What follows belongs to an exercise in optimizing a design on an open flow for small area, a short achievable clock period and few clock cycles; a production flow would make more cautious choices. Function was not checked in any run shown here: the RTL went through the layout flow alone. No activity file was given, so power comes from the tool's default toggle rates.

==> flow/design.v <==
`default_nettype none
package tetris_pkg;
    localparam int BOARD_W     = 6;
    localparam int BOARD_H     = 12;
    localparam int BOARD_H_EXT = 16;
    typedef logic [2:0] shape_t;
    typedef logic [2:0] col_t;
    typedef logic [3:0] row_t;
    typedef logic [3:0] score_t;
    typedef logic [4:0] count_t;
    typedef logic [BOARD_W*BOARD_H-1:0]     board_t;
    typedef logic [BOARD_W*BOARD_H_EXT-1:0] ext_board_t;
    typedef row_t [BOARD_W-1:0]             heights_t;
    localparam count_t PIECES_PER_GAME = 5'd16;
    localparam shape_t SHAPE_SQUARE = 3'd0;
    localparam shape_t SHAPE_BAR_V  = 3'd1;
    localparam shape_t SHAPE_BAR_H  = 3'd2;
    localparam shape_t SHAPE_J_UP   = 3'd3;
    localparam shape_t SHAPE_L_FLAT = 3'd4;
    localparam shape_t SHAPE_L_UP   = 3'd5;
    localparam shape_t SHAPE_S_V    = 3'd6;
    localparam shape_t SHAPE_Z_FLAT = 3'd7;
    typedef enum logic [2:0] {
        st_idle   = 3'b000,
        st_place  = 3'b001,
        st_clear  = 3'b100,
        st_report = 3'b011,
        st_fail   = 3'b101,
        st_over   = 3'b111
    } game_state_t;
endpackage
`default_nettype wire
`timescale 1ns/1ns
`default_nettype none
module tetris_top (
    input  logic   clk,
    input  logic   rst_n,
    input  logic   in_valid,
    input  tetris_pkg::shape_t tetrominoes,
    input  tetris_pkg::col_t   position,
    output logic   score_valid,
    output tetris_pkg::score_t score,
    output logic   fail,
    output logic   tetris_valid,
    output tetris_pkg::board_t tetris
);
    localparam int W  = 6;
    localparam int H  = 12;
    localparam int HE = 16;
    logic [W*H-1:0] board_q;
    logic           busy_q;      
    logic           more_q;      
    logic [3:0]     count_q;     
    logic [3:0]     score_q;
    logic [3:0]     bot_q;       
    logic [2:0]     shape_q;
    logic [2:0]     col_q;
    logic [W*H-1:0] sky;
    always_comb begin
        for (int c = 0; c < W; c++) begin
            sky[c*H + H-1] = board_q[(H-1)*W + c];
            for (int y = H-2; y >= 0; y--)
                sky[c*H + y] = sky[c*H + y+1] | board_q[y*W + c];
        end
    end
    function automatic logic [3:0] t2b(input logic [H-1:0] t);
        logic [3:0] v;
        v[3] = t[7];
        v[2] = t[3] & ~t[7] | t[11];
        v[1] = t[1] & ~t[3] | t[5] & ~t[7] | t[9] & ~t[11];
        v[0] = t[0] & ~t[1] | t[2] & ~t[3] | t[4] & ~t[5] | t[6] & ~t[7] |
               t[8] & ~t[9] | t[10] & ~t[11];
        t2b = v;
    endfunction
    logic [4*W-1:0] h0;    
    always_comb begin
        for (int c = 0; c < W; c++)
            h0[4*c +: 4] = t2b(sky[c*H +: H]);
    end
    logic [7:0] pd;      
    logic [7:0] sd;      
    always_comb begin
        pd = '0; pd[position] = 1'b1;
        sd = '0; sd[tetrominoes] = 1'b1;
    end
    logic [3:0] w0, w1, w2, w3;      
    always_comb begin
        w0 = '0; w1 = '0; w2 = '0; w3 = '0;
        for (int c = 0; c < W; c++) begin
            w0 = w0 | (pd[c] ? h0[4*c +: 4] : 4'd0);
            if (c >= 1) w1 = w1 | (pd[c-1] ? h0[4*c +: 4] : 4'd0);
            if (c >= 2) w2 = w2 | (pd[c-2] ? h0[4*c +: 4] : 4'd0);
            if (c >= 3) w3 = w3 | (pd[c-3] ? h0[4*c +: 4] : 4'd0);
        end
    end
    function automatic logic [3:0] dec1(input logic [3:0] x);
        dec1 = (x == 4'd0) ? 4'd0 : x - 4'd1;
    endfunction
    function automatic logic [3:0] dec2(input logic [3:0] x);
        dec2 = (x[3:1] == 3'd0) ? 4'd0 : x - 4'd2;
    endfunction
    logic [3:0] v0, v1, v2, v3;
    always_comb begin
        v0 = sd[3] ? dec2(w0) : sd[6] ? dec1(w0) : w0;
        v1 = sd[4] ? dec1(w1) : sd[1] ? 4'd0 : w1;
        v2 = (sd[4] | sd[7]) ? dec1(w2) : sd[2] ? w2 : 4'd0;
        v3 = sd[2] ? w3 : 4'd0;
    end
    logic [3:0] m01, m23, bot;
    assign m01 = (v0 > v1) ? v0 : v1;
    assign m23 = (v2 > v3) ? v2 : v3;
    assign bot = (m01 > m23) ? m01 : m23;
    logic [4*W-1:0] pat;     
    always_comb begin
        logic [4*W-1:0] p;
        case (shape_q)
            3'd0: p = {6'b000000, 6'b000000, 6'b000011, 6'b000011};
            3'd1: p = {6'b000001, 6'b000001, 6'b000001, 6'b000001};
            3'd2: p = {6'b000000, 6'b000000, 6'b000000, 6'b001111};
            3'd3: p = {6'b000000, 6'b000011, 6'b000010, 6'b000010};
            3'd4: p = {6'b000000, 6'b000000, 6'b000111, 6'b000001};
            3'd5: p = {6'b000000, 6'b000001, 6'b000001, 6'b000011};
            3'd6: p = {6'b000000, 6'b000001, 6'b000011, 6'b000010};
            default: p = {6'b000000, 6'b000000, 6'b000110, 6'b000011};
        endcase
        for (int i = 0; i < 4; i++)
            pat[6*i +: 6] = p[6*i +: 6] << col_q;
    end
    logic [12:0] bd;         
    logic [12:0] bdv;        
    always_comb begin
        for (int r = 0; r < 13; r++) begin
            bd[r]  = busy_q & (bot_q == 4'(r));
            bdv[r] = bd[r] & ~more_q;
        end
    end
    logic [W*(H+1)-1:0] mrg;    
    always_comb begin
        for (int r = 0; r <= H; r++) begin
            mrg[r*W +: W] = (r < H) ? board_q[(r < H ? r : 0)*W +: W] : '0;
            for (int i = 0; i < 4; i++)
                if (r - i >= 0 && r - i <= 12)
                    mrg[r*W +: W] = mrg[r*W +: W] |
                        (((r < H) ? bdv[r-i] : bd[r-i]) ? pat[6*i +: 6] : 6'd0);
        end
    end
    logic [3:0] pany;
    logic       ext13;
    always_comb begin
        for (int i = 0; i < 4; i++) pany[i] = |pat[6*i +: 6];
        ext13 = 1'b0;
        for (int r = H+1; r < HE; r++)
            for (int i = 0; i < 4; i++)
                if (r - i <= 12)
                    ext13 = ext13 | (bd[r-i] & pany[i]);
    end
    logic [H-1:0] full;
    logic [H-1:0] up;
    logic         any_full, multi;
    always_comb begin
        for (int r = 0; r < H; r++)
            full[r] = &mrg[r*W +: W];
        up[0] = full[0];
        for (int r = 1; r < H; r++)
            up[r] = up[r-1] | full[r];
        any_full = up[H-1];
        multi = 1'b0;
        for (int r = 1; r < H; r++)
            multi = multi | (full[r] & up[r-1]);
    end
    logic ext0, ext1, over, rep, last, gend;
    always_comb begin
        ext1 = ext13;
        ext0 = ext13 | (|mrg[W*H +: W]);
        rep  = busy_q & ~multi;
        over = rep & (any_full ? ext1 : ext0);
        last = rep & (count_q == 4'd15);
        gend = over | last;
    end
    logic [W*H-1:0] nb;
    always_comb begin
        for (int j = 0; j < H; j++)
            nb[j*W +: W] = up[j] ? mrg[(j+1)*W +: W] : mrg[j*W +: W];
    end
    always_ff @(posedge clk or negedge rst_n) begin
        if (!rst_n) begin
            board_q <= '0;
            busy_q  <= 1'b0;
            more_q  <= 1'b0;
            count_q <= '0;
            score_q <= '0;
        end else begin
            busy_q  <= busy_q ? multi : in_valid;
            more_q  <= busy_q & multi;
            board_q <= gend ? '0 : nb;
            if (rep) begin
                count_q <= gend ? 4'd0 : count_q + 4'd1;
                score_q <= gend ? 4'd0 : score_q + 4'(any_full);
            end else if (busy_q) begin
                score_q <= score_q + 4'd1;
            end
        end
    end
    always_ff @(posedge clk) begin
        if (busy_q) begin
            bot_q   <= (bot_q == 4'd0) ? 4'd0 : bot_q - 4'd1;
        end else begin
            bot_q   <= bot;
            shape_q <= tetrominoes;
            col_q   <= position;
        end
    end
    assign score_valid  = rep;
    assign score        = rep ? score_q + 4'(any_full) : 4'd0;
    assign fail         = over;
    assign tetris_valid = gend;
    assign tetris       = gend ? nb : '0;
endmodule
`default_nettype wire
==> flow/run.sh <==
#!/bin/bash
# synth_recipe.tcl (not shown) runs the flow's synth.tcl, then flattens the netlist and writes it again
# the make line also repeats each setting of config.mk as NAME=value (left out here)
make -C /OpenROAD-flow-scripts/flow DESIGN_CONFIG=/design/flow/config.mk WORK_HOME=/design/flow/orfs CLKGATE_MAP_FILE= SYNTH_SCRIPT=/design/flow/synth_recipe.tcl finish
==> flow/config.mk <==
export PLATFORM = sky130hd
export DESIGN_NAME = tetris_top
export DESIGN_NICKNAME = tetris_top
export VERILOG_FILES = /design/flow/design.v
export SDC_FILE = /design/flow/constraint.sdc
export NUM_CORES = 4
export LEC_CHECK = 0
export CAP_MARGIN = 20
export CORE_MARGIN = 2
export CORE_UTILIZATION = 30
export SETUP_SLACK_MARGIN = 3
export SLEW_MARGIN = 20
==> flow/constraint.sdc <==
create_clock -name core_clock -period 12.0 [get_ports {clk}]
set_input_delay 2.4000 -clock core_clock [delete_from_list [all_inputs] [get_ports {clk}]]
set_output_delay 2.4000 -clock core_clock [all_outputs]
set_load 0.01 [all_outputs]
==> flow_summary.toml, run 1 <==
[floorplanning]
io_pins = 88
die_w_um = 181
design.core.area_um2 = 30750
fp-row-count = 64
die-area_um2 = 32760
start_util = 0.3057
die_y_um = 181

[global_routing]
grt_start_max_net_pins = 74
grt-ovfl-total = 0
grt_pass1_wl_um = 57260
grt_pass1_vias = 9448
use_met1 = 0.3002
antenna_found_initial = 1
met3_usage = 0.05584
use_met2 = 0.3412
gr-max-usage-layer = "met2"
track_usage = 0.2235

[sta]
period_minus_slack_ns = 8.861
holdWs_ns = 0.5090
finalHoldViolCount = 0
drv_slew = 0
rsz0062_at_grt = "true"
fmaxAchievable_mhz = 112.9
slew_headroom = 0.2147
min_period_over_period = 0.7384
setup_viol = 0
setup_tns_ns = 0
finClkSkew_ns = 0.01110
tightest_slew_ns = 1.168

[power]
p_leak_nw = 4.270
ir_drop_uv = 78.93
power_density_nw_per_um2 = 258.1

[worst_hold_path]
hp-start = "count_q[3]"
hold_class = "flip-flop to flip-flop"

[final_layout]
final_area_um2 = 10770
nFillCells = 3237
multi_input_area_um2 = 6480
fin_nets = 1246
drive_gt1_frac = 0.09136
num_antenna_cells = 0
regArea_um2 = 2312
area_growth_pct = 14.62
utilization = 0.3503

[routing]
wirelength_um = 37670
viasPerCell = 6.255
drt-pass1-iter-count = 8
postRouteAntennaNets = 0
vias = 10080
wl_per_cell_um = 23.38
first_iter_violations = 1367
drc = 0

[yosys]
postSynthAreaPerCell_um2 = 7.945
yosysMostFrequentCell = "nor2_1"
netlist_top_cells_count = "nor2_1 (206), dfrtp_1 (82), nand2_1 (75)"
synth_area_leaders = "dfrtp_1 (22%), nor2_1 (8.2%), a221o_1 (4.7%)"
syn-num-nets = 1219
synth_ff_type = "dfrtp_1"
synth_area_um2 = 9399
yosys_warnings = 1
syn-instance-count = 1183
async_flop_share = 0.8913
synth_top_area_cell = "dfrtp_1"
synth_top_area_frac = 0.2183
synth_edf_count = 6
synth_cell_type_count = 95
ys_ff_latch = 92
ys_seq_area_frac = 0.2460

[critical_path]
cp_max_fo = 73
critPathRequiredTime_ns = 9.60
worstSetupPathType = "flip-flop to output port"
endpoint_kind = "output port"
arrival_ns = 6.46
startpoint = "col_q[2]"
reg2reg_from = "board_q[59]"
start_kind = "flip-flop"

[placed_design]
hpwl_um = 27970
place_congestion = 1.008
place_area_um2 = 10400
io_buffer_count = 87

[run]
drv_cap = 0

[clock_network]
cts-root-buf = "clkbuf_16"
clkTransAtPathRegs_ns = 0.08
cts_buffers = 9
clock_latency_ns = 0.37
htree_levels = 3
cts_tree = "built"
cts.sinks = 92
clockBufferDepth = 2

[status]
status = "timing/DRC/antenna clean"
[cell type report]
type / count / area share
clock buffer: 10 / 0.02125
clock inverter: 6 / 0.006388
multi-input combinational: 956 / 0.6015
tap: 396 / 0.04599
sequential: 92 / 0.2146
timing repair buffer: 105 / 0.09350
inverter: 46 / 0.01672
[where the power goes]
group / total [W] / switching (W) / internal [W]
clock: 0.000303 / 0.000139 / 0.000164
combinational: 0.00181 / 0.00115 / 0.000662
sequential: 0.000663 / 0.000213 / 0.000450
total: 0.00278 / 0.00151 / 0.00128
[worst paths after layout]
check | endpoint | slack (ns) | cells after the start
setup / recovery | tetris_valid | 3.14 | 13
hold / removal | count_q[3] | 0.51 | 1
setup reg to reg | bot_q[1] | 5.78 | 26
hold reg to reg | count_q[3] | 0.51 | 1
max in group asynchronous | score_q[1] | 9.01 | 2
min in group asynchronous | board_q[10] | 1.95 | 1
[kinds of logic (layout without fill, tap and decap cells)]
logic type                 count (synthesis)  after routing  synth area share
and+or+nand+nor                          483            483            0.2645
AOI/OAI and AO/OA                        373            373            0.3022
buffers and inverters                    135            167           0.07095
DFF                                       92             92            0.2460
muxes                                     64             64           0.07082
adders and majority gates                 29             29           0.03821
xor gates and xnor gates                   7              7          0.007322
[critical path: stages (launching register included)]
cell	delay, ns
edfxtp_1	0.84
or3b_1	0.50
o21a_1	0.15
o221ai_2	0.76
a221oi_1	0.25
nor4b_1	0.58
a211o_1	0.48
nor4b_4	0.08
buf_4	0.20
a41oi_2	0.42
nand2_1	0.43
nand2_8	0.50
inv_8	0.25
clkdlybuf4s50_1	0.57
[what timing repair did]
action | CTS | global route
gates resized for setup | 2 | 8
endpoints found under the hold margin | 0 | 0
endpoints found under the setup margin | 5 | 70
hold buffers | 0 | 0
buffers inserted | 1 | 2
[routing by layer]
metal | part of all wire | routed length (um) | vias to the layer above
met5 | 0.00029 | 11 | -
met4 | 0.049 | 1861 | 2
met3 | 0.10 | 3805 | 125
met2 | 0.42 | 16000 | 651
met1 | 0.42 | 15990 | 4770
li1 | - | - | 4528
[registers in the layout, summed over array words and instances, names as in the netlist]
register  count
bot_q         4
col_q         3
busy_q        1
count_q       4
board_q      72
shape_q       3
score_q       4
more_q        1
[cell usage in the layout (no fill, tap or decap), drive strengths merged, types with 8 or more instances in the layout]
cell           instances
and2                  15
clkbuf                10
nor4                  10
inv                   49
nor4b                 10
clkdlybuf4s50         86
dfrtp                 82
and3                  14
or2                   10
o221ai                18
nor2b                 17
nor3                  25
ha                    27
mux2                  20
nand2                 76
o21a                  10
buf                   19
a21oi                 66
nor2                 213
o211ai                11
mux2i                 44
a22oi                  8
o21ai                 42
nand3                 26
a211oi                10
o22ai                 28
a221oi                51
o31ai                 11
a221o                 44
nand2b                22
[stage by stage]
stage	cells	power (W)	worst slack [ns]
finish	1611	0.002781	3.139
detailed placement	1592	0.002399	2.913
CTS	1609	0.002711	3.034
global route	1611	0.002966	2.943
global placement	1592	0.002390	3.092
floorplan	1183	0.001845	5.007
==> run 2, diff against run 1 <==
--- a/flow/design.v
+++ b/flow/design.v
@@ -50,6 +50,7 @@
     logic [W*H-1:0] board_q;
     logic           busy_q;      
     logic           more_q;      
+    logic           clr_q;       
     logic [3:0]     count_q;     
     logic [3:0]     score_q;
     logic [3:0]     bot_q;       
@@ -84,13 +85,15 @@
         sd = '0; sd[tetrominoes] = 1'b1;
     end
     logic [3:0] w0, w1, w2, w3;      
-    always_comb begin
+    logic [5:0] pe;                  
+    always_comb begin
+        pe = pd[5:0] & {6{~clr_q}};
         w0 = '0; w1 = '0; w2 = '0; w3 = '0;
         for (int c = 0; c < W; c++) begin
-            w0 = w0 | (pd[c] ? h0[4*c +: 4] : 4'd0);
-            if (c >= 1) w1 = w1 | (pd[c-1] ? h0[4*c +: 4] : 4'd0);
-            if (c >= 2) w2 = w2 | (pd[c-2] ? h0[4*c +: 4] : 4'd0);
-            if (c >= 3) w3 = w3 | (pd[c-3] ? h0[4*c +: 4] : 4'd0);
+            w0 = w0 | (pe[c] ? h0[4*c +: 4] : 4'd0);
+            if (c >= 1) w1 = w1 | (pe[c-1] ? h0[4*c +: 4] : 4'd0);
+            if (c >= 2) w2 = w2 | (pe[c-2] ? h0[4*c +: 4] : 4'd0);
+            if (c >= 3) w3 = w3 | (pe[c-3] ? h0[4*c +: 4] : 4'd0);
         end
     end
     function automatic logic [3:0] dec1(input logic [3:0] x);
@@ -137,7 +140,7 @@
     logic [W*(H+1)-1:0] mrg;    
     always_comb begin
         for (int r = 0; r <= H; r++) begin
-            mrg[r*W +: W] = (r < H) ? board_q[(r < H ? r : 0)*W +: W] : '0;
+            mrg[r*W +: W] = (r < H) ? board_q[(r < H ? r : 0)*W +: W] & {W{~clr_q}} : '0;
             for (int i = 0; i < 4; i++)
                 if (r - i >= 0 && r - i <= 12)
                     mrg[r*W +: W] = mrg[r*W +: W] |
@@ -184,15 +187,15 @@
     end
     always_ff @(posedge clk or negedge rst_n) begin
         if (!rst_n) begin
-            board_q <= '0;
             busy_q  <= 1'b0;
             more_q  <= 1'b0;
+            clr_q   <= 1'b1;
             count_q <= '0;
             score_q <= '0;
         end else begin
             busy_q  <= busy_q ? multi : in_valid;
             more_q  <= busy_q & multi;
-            board_q <= gend ? '0 : nb;
+            clr_q   <= gend;
             if (rep) begin
                 count_q <= gend ? 4'd0 : count_q + 4'd1;
                 score_q <= gend ? 4'd0 : score_q + 4'(any_full);
@@ -201,6 +204,8 @@
             end
         end
     end
+    always_ff @(posedge clk)
+        board_q <= nb;
     always_ff @(posedge clk) begin
         if (busy_q) begin
             bot_q   <= (bot_q == 4'd0) ? 4'd0 : bot_q - 4'd1;
--- a/flow/config.mk
+++ b/flow/config.mk
@@ -8,5 +8,5 @@
 export CAP_MARGIN = 20
 export CORE_MARGIN = 2
 export CORE_UTILIZATION = 30
-export SETUP_SLACK_MARGIN = 3
+export SETUP_SLACK_MARGIN = 5
 export SLEW_MARGIN = 20
==> run 2 against run 1 <==
  * Still clean on timing, DRC and antenna
  * Setup slack improved by 1.7 ns
  * Maximum frequency is 24% higher
  * Combinational power increased by about 50%
  * Hold slack improved by 0.023 ns
  * Sequential cell count increased by 1
  * Utilization is 10 points higher
  * Sequential power down 3.9%
  * Synthesized area is 0.96% lower
  * Critical endpoint is now tetris[10]
  * Largest cell class unchanged
==> flow_summary.toml, run 2 <==
[status]
status = "timing/DRC/antenna clean"

[yosys]
synth_area_leaders = "dfxtp_1 (16%), nor2b_1 (6.4%), nor2_1 (5.4%)"
synth_area_um2 = 9309
synth_ff_type = "dfxtp_1"
synth_top_area_frac = 0.1634
synth_top_area_cell = "dfxtp_1"
synth_edf_count = 6
netlist_top_cells_count = "nor2_1 (135), nand2_1 (101), nor2b_1 (95)"
syn-instance-count = 1224
synth_cell_type_count = 109
async_flop_share = 0.1183
yosysMostFrequentCell = "nor2_1"
syn-num-nets = 1259
ys_seq_area_frac = 0.2125
yosys_warnings = 1
postSynthAreaPerCell_um2 = 7.605
ys_ff_latch = 93

[sta]
tightest_slew_ns = 0.9561
setup_viol = 0
finClkSkew_ns = 0.01457
rsz0062_at_grt = "true"
fmaxAchievable_mhz = 139.9
slew_headroom = 0.3572
fin_ws_ns = 4.851
setup_tns_ns = 0
drv_slew = 0
finalHoldViolCount = 0
period_minus_slack_ns = 7.150
min_period_over_period = 0.5958

[routing]
wl_per_cell_um = 26.98
vias = 12060
drt-pass1-iter-count = 11
viasPerCell = 6.528
drc = 0
wirelength_um = 49840
postRouteAntennaNets = 0
first_iter_violations = 2218

[critical_path]
cpMostUsedCell = "buf_4"
reg2reg_from = "board_q[11]"
arrival_ns = 4.75
critPathTopFamily = "simple AND/OR/NAND/NOR gates"
worstSetupPathType = "flip-flop to output port"
critical_path.n_buffers_inverters = 7
endpoint_kind = "output port"
cp_cell_sequence = "buf_4 -> buf_6 -> nor3b_2 -> o21a_1 -> nor3_1 -> o221ai_1 -> nand4_1 -> buf_4 -> nand3_4 -> nor4_4 -> buf_4 -> o31a_4 -> buf_4 -> buf_4 -> nand3_4 -> nor2b_1 -> clkdlybuf4s50_1"
cp_max_fo = 11
startpoint = "col_q[2]"
max_stage_delay_ns = 0.61
start_kind = "flip-flop"
critPathRequiredTime_ns = 9.60
cp_slowest_cell = "nor3_1"

[final_layout]
top_register = "board_q"
final_common_cell = "buf_4"
mostFrequentLayoutCells = "buf_4 (170), nor2_1 (117), nand2_1 (84)"
area_growth_pct = 48.86
drive_gt1_frac = 0.3191
num_antenna_cells = 0
fin_nets = 1481
largest_reg_flops = 72

[clock_network]
clockBufferDepth = 2
cts_buffers = 9
cts_tree = "built"
clkTransAtPathRegs_ns = 0.07
htree_levels = 3
clock_latency_ns = 0.37
cts-root-buf = "clkbuf_16"
cts.sinks = 93

[power]
power_density_nw_per_um2 = 263.3
p_leak_nw = 6.333
ir_drop_uv = 139.0

[placed_design]
io_buffer_count = 87
place_congestion = 1.034
hpwl_um = 32510
detailedPlace.worstSlack_ns = 3.128

[floorplanning]
die-area_um2 = 32450
die_y_um = 180.2
design.core.area_um2 = 30590
start_util = 0.3043
fp-row-count = 64
die_w_um = 180.2
io_pins = 88

[global_routing]
grt_start_max_net_pins = 52
grt-ovfl-total = 0
grt_pass1_wl_um = 70460
grt_pass1_vias = 11130
track_usage = 0.2825
antenna_found_initial = 0

[run]
drv_cap = 0

[worst_hold_path]
hp-start = "board_q[0]"
hold_class = "flip-flop to flip-flop"
==> run 2: path summary, 6_finish.rpt <==
path                              end  slack (ns)  cells past startpoint
max in group asynchronous       clr_q        9.30                      1
min reg2reg                board_q[0]        0.53                      2
min in group asynchronous  count_q[0]        2.35                      1
max reg2reg                  bot_q[1]        6.26                     31
min                        board_q[0]        0.53                      2
max                        tetris[10]        4.85                     17
==> run 2: area by class of cell <==
type	count	area, um2
inverters	48	209.0
clock inverters	7	66.31
repair buffers	278	2634
fillers	3024	16730
flip-flops and latches	93	1982
well taps	396	495.5
multi-input cells	1016	8245
clock buffers	9	225.2
==> run 2: power breakdown <==
part / total, W / switching (W) / internal (W) / leakage [nW]
Sequential: 0.000637 / 0.000178 / 0.000460 / 0.825
Clock: 0.000298 / 0.000152 / 0.000146 / 0.141
Combinational: 0.00271 / 0.00161 / 0.00110 / 5.37
==> run 2: layer usage <==
metal,vias to the layer above,part of all wire,global-route usage
li1,5158,-,-
met1,5774,0.40,0.3706
met2,919,0.42,0.4204
met3,206,0.12,0.07397
met4,0,0.064,0.1568
met5,-,0,0
==> run 2: repair_timing <==
item,4_1_cts,5_1_grt
buffers inserted,112,59
cloned,6,6
gates resized for setup,209,184
endpoints found under the setup margin,83,83
hold buffers,0,0
pin swaps,49,49
==> run 2: per-stage QoR <==
stage | utilization | hold slack [ns] | instances | instance area, um2 | total power (W)
floorplan | - | 0.4633 | 1224 | 9338 | 0.001882
global placement | 0.3419 | 0.4973 | 1648 | 10460 | 0.002530
detailed placement | 0.3421 | 0.5089 | 1648 | 10460 | 0.002537
CTS | 0.4132 | 0.5278 | 1782 | 12640 | 0.003276
global route | 0.4530 | 0.5555 | 1847 | 13860 | 0.003783
finish | 0.4530 | 0.5319 | 1847 | 13860 | 0.003648
==> run 2: cells by family after synthesis <==
kind of cell    synth area share
compound gates            0.3359
xor+xnor                0.006586
fa+ha+maj                0.03710
buf+inv                  0.06008
flops                     0.2125
mux                      0.04489
simple gates              0.3030
==> run 2: tightest hold or removal path, stage by stage (launching register included) <==
cell	delay, ns
dfxtp_1	0.33
nand2_1	0.07
a22oi_1	0.07
==> run 3, diff against run 2 <==
--- a/flow/design.v
+++ b/flow/design.v
@@ -81,8 +81,10 @@
     logic [7:0] pd;      
     logic [7:0] sd;      
     always_comb begin
-        pd = '0; pd[position] = 1'b1;
-        sd = '0; sd[tetrominoes] = 1'b1;
+        for (int i = 0; i < 8; i++) begin
+            pd[i] = (position == 3'(i));
+            sd[i] = (tetrominoes == 3'(i));
+        end
     end
     logic [3:0] w0, w1, w2, w3;      
     logic [5:0] pe;                  
@@ -97,10 +99,26 @@
         end
     end
     function automatic logic [3:0] dec1(input logic [3:0] x);
-        dec1 = (x == 4'd0) ? 4'd0 : x - 4'd1;
+        logic nz;
+        nz = |x;
+        dec1[0] = ~x[0] & nz;
+        dec1[1] = ~(x[1] ^ x[0]) & nz;
+        dec1[2] = (x[2] ^ ~(x[1] | x[0])) & nz;
+        dec1[3] = x[3] & (x[2] | x[1] | x[0]);
     endfunction
     function automatic logic [3:0] dec2(input logic [3:0] x);
-        dec2 = (x[3:1] == 3'd0) ? 4'd0 : x - 4'd2;
+        logic nz;
+        nz = |x[3:1];
+        dec2[0] = x[0] & nz;
+        dec2[1] = ~x[1] & nz;
+        dec2[2] = (x[2] ^ ~x[1]) & nz;
+        dec2[3] = x[3] & (x[2] | x[1]);
+    endfunction
+    function automatic logic gt4(input logic [3:0] a, input logic [3:0] b);
+        logic [3:0] g, e;
+        g = a & ~b;
+        e = ~(a ^ b);
+        gt4 = g[3] | e[3] & g[2] | e[3] & e[2] & g[1] | e[3] & e[2] & e[1] & g[0];
     endfunction
     logic [3:0] v0, v1, v2, v3;
     always_comb begin
@@ -110,9 +128,9 @@
         v3 = sd[2] ? w3 : 4'd0;
     end
     logic [3:0] m01, m23, bot;
-    assign m01 = (v0 > v1) ? v0 : v1;
-    assign m23 = (v2 > v3) ? v2 : v3;
-    assign bot = (m01 > m23) ? m01 : m23;
+    assign m01 = gt4(v0, v1) ? v0 : v1;
+    assign m23 = gt4(v2, v3) ? v2 : v3;
+    assign bot = gt4(m01, m23) ? m01 : m23;
     logic [4*W-1:0] pat;     
     always_comb begin
         logic [4*W-1:0] p;
@@ -166,10 +184,12 @@
         up[0] = full[0];
         for (int r = 1; r < H; r++)
             up[r] = up[r-1] | full[r];
-        any_full = up[H-1];
+        any_full = |full;
         multi = 1'b0;
         for (int r = 1; r < H; r++)
-            multi = multi | (full[r] & up[r-1]);
+            for (int d = 1; d <= 3; d++)
+                if (r - d >= 0)
+                    multi = multi | (full[r] & full[(r - d >= 0) ? r-d : 0]);
     end
     logic ext0, ext1, over, rep, last, gend;
     always_comb begin
==> run 3 against run 2 <==
  * Maximum frequency is 1.3% higher
  * Sequential power up 3%
  * Clock power grew about 10%
  * Clock skew fell by 0.0072 ns
  * Utilization down 4.0 points
  * Sequential cell count unchanged
  * Largest cell class unchanged
  * Design area down 8.7%
  * Setup slack better by 0.089 ns
  * Synthesized area grew 0.20%
  * Global-route usage decreased by 0.81 points
  * Highest routed layer unchanged
  * Critical path type unchanged
==> flow_summary.toml, run 3 <==
[floorplanning]
design.core.area_um2 = 30590
io_pins = 88
die-area_um2 = 32520
start_util = 0.3049
fp-row-count = 64
die_w_um = 180.3
die_y_um = 180.3

[status]
status = "timing/DRC/antenna clean"

[yosys]
ys_ff_latch = 93
yosys_warnings = 1
yosysMostFrequentCell = "nor2_1"
syn-num-nets = 1250
syn-instance-count = 1225
synth_top_area_frac = 0.1631
synth_top_area_cell = "dfxtp_1"
ys_seq_area_frac = 0.2121
synth_area_leaders = "dfxtp_1 (16%), nor2b_1 (5.8%), mux2i_1 (4.8%)"
netlist_top_cells_count = "nor2_1 (114), nor2b_1 (87), nand2_1 (80)"
synth_edf_count = 6
synth_area_um2 = 9328
postSynthAreaPerCell_um2 = 7.614
synth_cell_type_count = 105
synth_ff_type = "dfxtp_1"
async_flop_share = 0.1183

[global_routing]
grt_start_max_net_pins = 54
grt-ovfl-total = 0
grt_pass1_wl_um = 68410
track_usage = 0.2744
grt_pass1_vias = 10540
antenna_found_initial = 0

[clock_network]
cts.sinks = 93
htree_levels = 3
clock_latency_ns = 0.36
clkTransAtPathRegs_ns = 0.07
cts_tree = "built"
clockBufferDepth = 2
cts_buffers = 9
cts-root-buf = "clkbuf_16"
cts_hold_buf = 0

[placed_design]
place_congestion = 1.071
io_buffer_count = 87
hpwl_um = 34290

[critical_path]
endpoint_kind = "output port"
rrSetupSlack_ns = 5.82
reg2regPathDepth = 21
max_stage_delay_ns = 0.46
r2r_end = "bot_q[1]"
critPathRequiredTime_ns = 9.60
cp_max_fo = 27
cp_cell_sequence = "buf_12 -> xor2_2 -> o21a_1 -> or2_0 -> buf_6 -> a222oi_1 -> buf_4 -> o21ai_0 -> nand4_1 -> buf_4 -> o21bai_2 -> o2111ai_2 -> a311o_2 -> or3_4 -> bufbuf_16 -> nor2b_1 -> clkbuf_2"
cp_slowest_cell = "edfxtp_1"
arrival_ns = 4.66
reg2reg_from = "board_q[36]"
start_kind = "flip-flop"
cpMostUsedCell = "buf_4"
worstSetupPathType = "flip-flop to output port"

[power]
swShare = 0.5327
power_frac_seq = 0.197
p_comb_frac = 0.704
p_leak_nw = 5.414
clockPowerShare = 0.099
power.internal_w = 0.001553
power_density_nw_per_um2 = 262.7
switchingPower_w = 0.001770
ir_drop_uv = 111.0
total_power_w = 0.003323

[routing]
postRouteAntennaNets = 0
viasPerCell = 6.523
wl_per_cell_um = 27.23
drt-pass1-iter-count = 8
drc = 0
wirelength_um = 47620
vias = 11410
first_iter_violations = 1452

[final_layout]
mostFrequentLayoutCells = "nor2_1 (101), buf_4 (98), nor2b_1 (79)"
final_common_cell = "nor2_1"
largest_reg_flops = 72
fin_nets = 1373
top_register = "board_q"
area_growth_pct = 35.57
drive_gt1_frac = 0.2698
num_antenna_cells = 0

[sta]
setup_viol = 0
min_period_over_period = 0.5884
finalHoldViolCount = 0
tightest_slew_ns = 1.081
slew_headroom = 0.2730
fmaxAchievable_mhz = 141.6
setup_tns_ns = 0
period_minus_slack_ns = 7.061
rsz0062_at_grt = "true"
drv_slew = 0
finClkSkew_ns = 0.007403

[worst_hold_path]
holdPathStages = 2
hold_class = "flip-flop to flip-flop"
hp-start = "board_q[1]"
min_to = "board_q[1]"

[run]
drv_cap = 0
[run 3: changes by cell type after synthesis, moves of 12 or more]
| cell | delta |
|---|---|
| nand2_1 | -21 |
| or4_1 | +12 |
| nand2b_1 | +18 |
| clkbuf_1 | +17 |
| a221oi_1 | -20 |
| nor2_1 | -21 |
| and2_1 | -17 |
| nand3_1 | +12 |
| a31oi_1 | +16 |
[run 3: timing repair]
item                       4_1_cts  5_1_grt
gates cloned                     1        1
pin swaps                       29       26
setup endpoints to repair       83       83
resized for setup              176      176
setup buffers                   57       32
[run 3: cells by family after synthesis]
| logic type | synth area share |
|---|---|
| DFF | 0.2121 |
| adders and majority gates | 0.02146 |
| AOI/OAI and AO/OA | 0.3360 |
| muxes | 0.06519 |
| and+or+nand+nor | 0.2928 |
| buffers and inverters | 0.06331 |
| xor gates and xnor gates | 0.009122 |
[run 3: critical path, delay by kind of cell, from the launching register on]
kind / cells / cell delay, ns
XOR/XNOR: 1 / 0.22
AND/OR/NAND/NOR: 4 / 0.96
AO/OA/AOI/OAI: 6 / 1.43
buffers and inverters: 6 / 1.20
flip-flops: 1 / 0.46
[run 3: cell type report]
type | count | area [um2]
clock buffers | 10 | 229.0
clock inverters | 6 | 96.34
fillers | 3080 | 17940
inverters | 38 | 146.4
multi-input cells | 1004 | 7829
flip-flops and latches | 93 | 1992
well taps | 396 | 495.5
repair buffers | 202 | 1858
[run 3: how the worst max path moves through the flow]
stage | from | endpoint | slack (ns) | depth (start not counted)
CTS | col_q[2] | tetris[47] | 4.74 | 13
finish | shape_q[1] | tetris[43] | 4.94 | 17
detailed placement | shape_q[1] | tetris[23] | 3.34 | 12
global route | shape_q[1] | score[1] | 4.89 | 16
floorplan | position[0] | bot_q[1] | 5.01 | 21
global placement | shape_q[1] | tetris[2] | 3.45 | 12
[run 3: through the flow]
stage	instance area (um2)	hold WS [ns]	std cells	util	worst slack, ns
after floorplan	9334	0.4675	1225	-	5.012
after global placement	10450	0.5038	1642	0.3417	3.450
after detailed placement	10460	0.5193	1642	0.3420	3.341
after CTS	12110	0.5326	1716	0.3959	4.741
after global routing	12650	0.5473	1749	0.4134	4.891
final	12650	0.5410	1749	0.4134	4.939
[run 3: power groups by stage]
stage	combinational (W)	sequential (W)	clock [W]
CTS	0.00214	0.000637	0.000328
floorplan	0.00129	0.000540	0
finish	0.00234	0.000656	0.000328
global route	0.00245	0.000663	0.000339
global placement	0.00182	0.000662	0
detailed placement	0.00182	0.000662	0
[run 3: routing by layer]
metal  track usage  vias to the layer above  wire length (um)
li1              -                     5003                 -
met1        0.3661                     5445             19210
met2        0.4227                      792             20530
met5             0                        -                 0
met3       0.04729                      168              4921
met4        0.1439                        0              2952

## static timing again, ports no longer ideal
In the flow no input, the clock included, has a driving cell. The finished layouts below were timed again as built, in two steps. Step 1 (the two cells are an assumption about what drives the block):
set clk [get_ports {clk}]
set_driving_cell -lib_cell sky130_fd_sc_hd__clkbuf_16 $clk
set_driving_cell -lib_cell sky130_fd_sc_hd__buf_2 [delete_from_list [all_inputs] $clk]
Step 2 also shifts input and output timing later by t, the mid clock arrival at the registers, as if the neighbouring blocks saw the same clock. a / b / c = ideal ports / drivers / drivers and shift; a / b = the first two.
run | shift t [ns] | setup slack, ns | worst setup path at the end | worst data-port slew with drivers (ns) | pins driven straight from the clock port
run 1 | 0.407 | 3.139 / 3.092 / 3.484 | input to register | 0.04 | 1
run 2 | 0.414 | 4.851 / 4.800 / 4.699 | input to register | 0.08 | 1
run 3 | 0.405 | 4.939 / 4.893 / 4.778 | input to register | 0.04 | 1
After both steps every run listed still meets setup and hold. The setup slack of run 3, which loses most, moves by -0.046 ns with the drivers and by -0.161 ns with both steps.
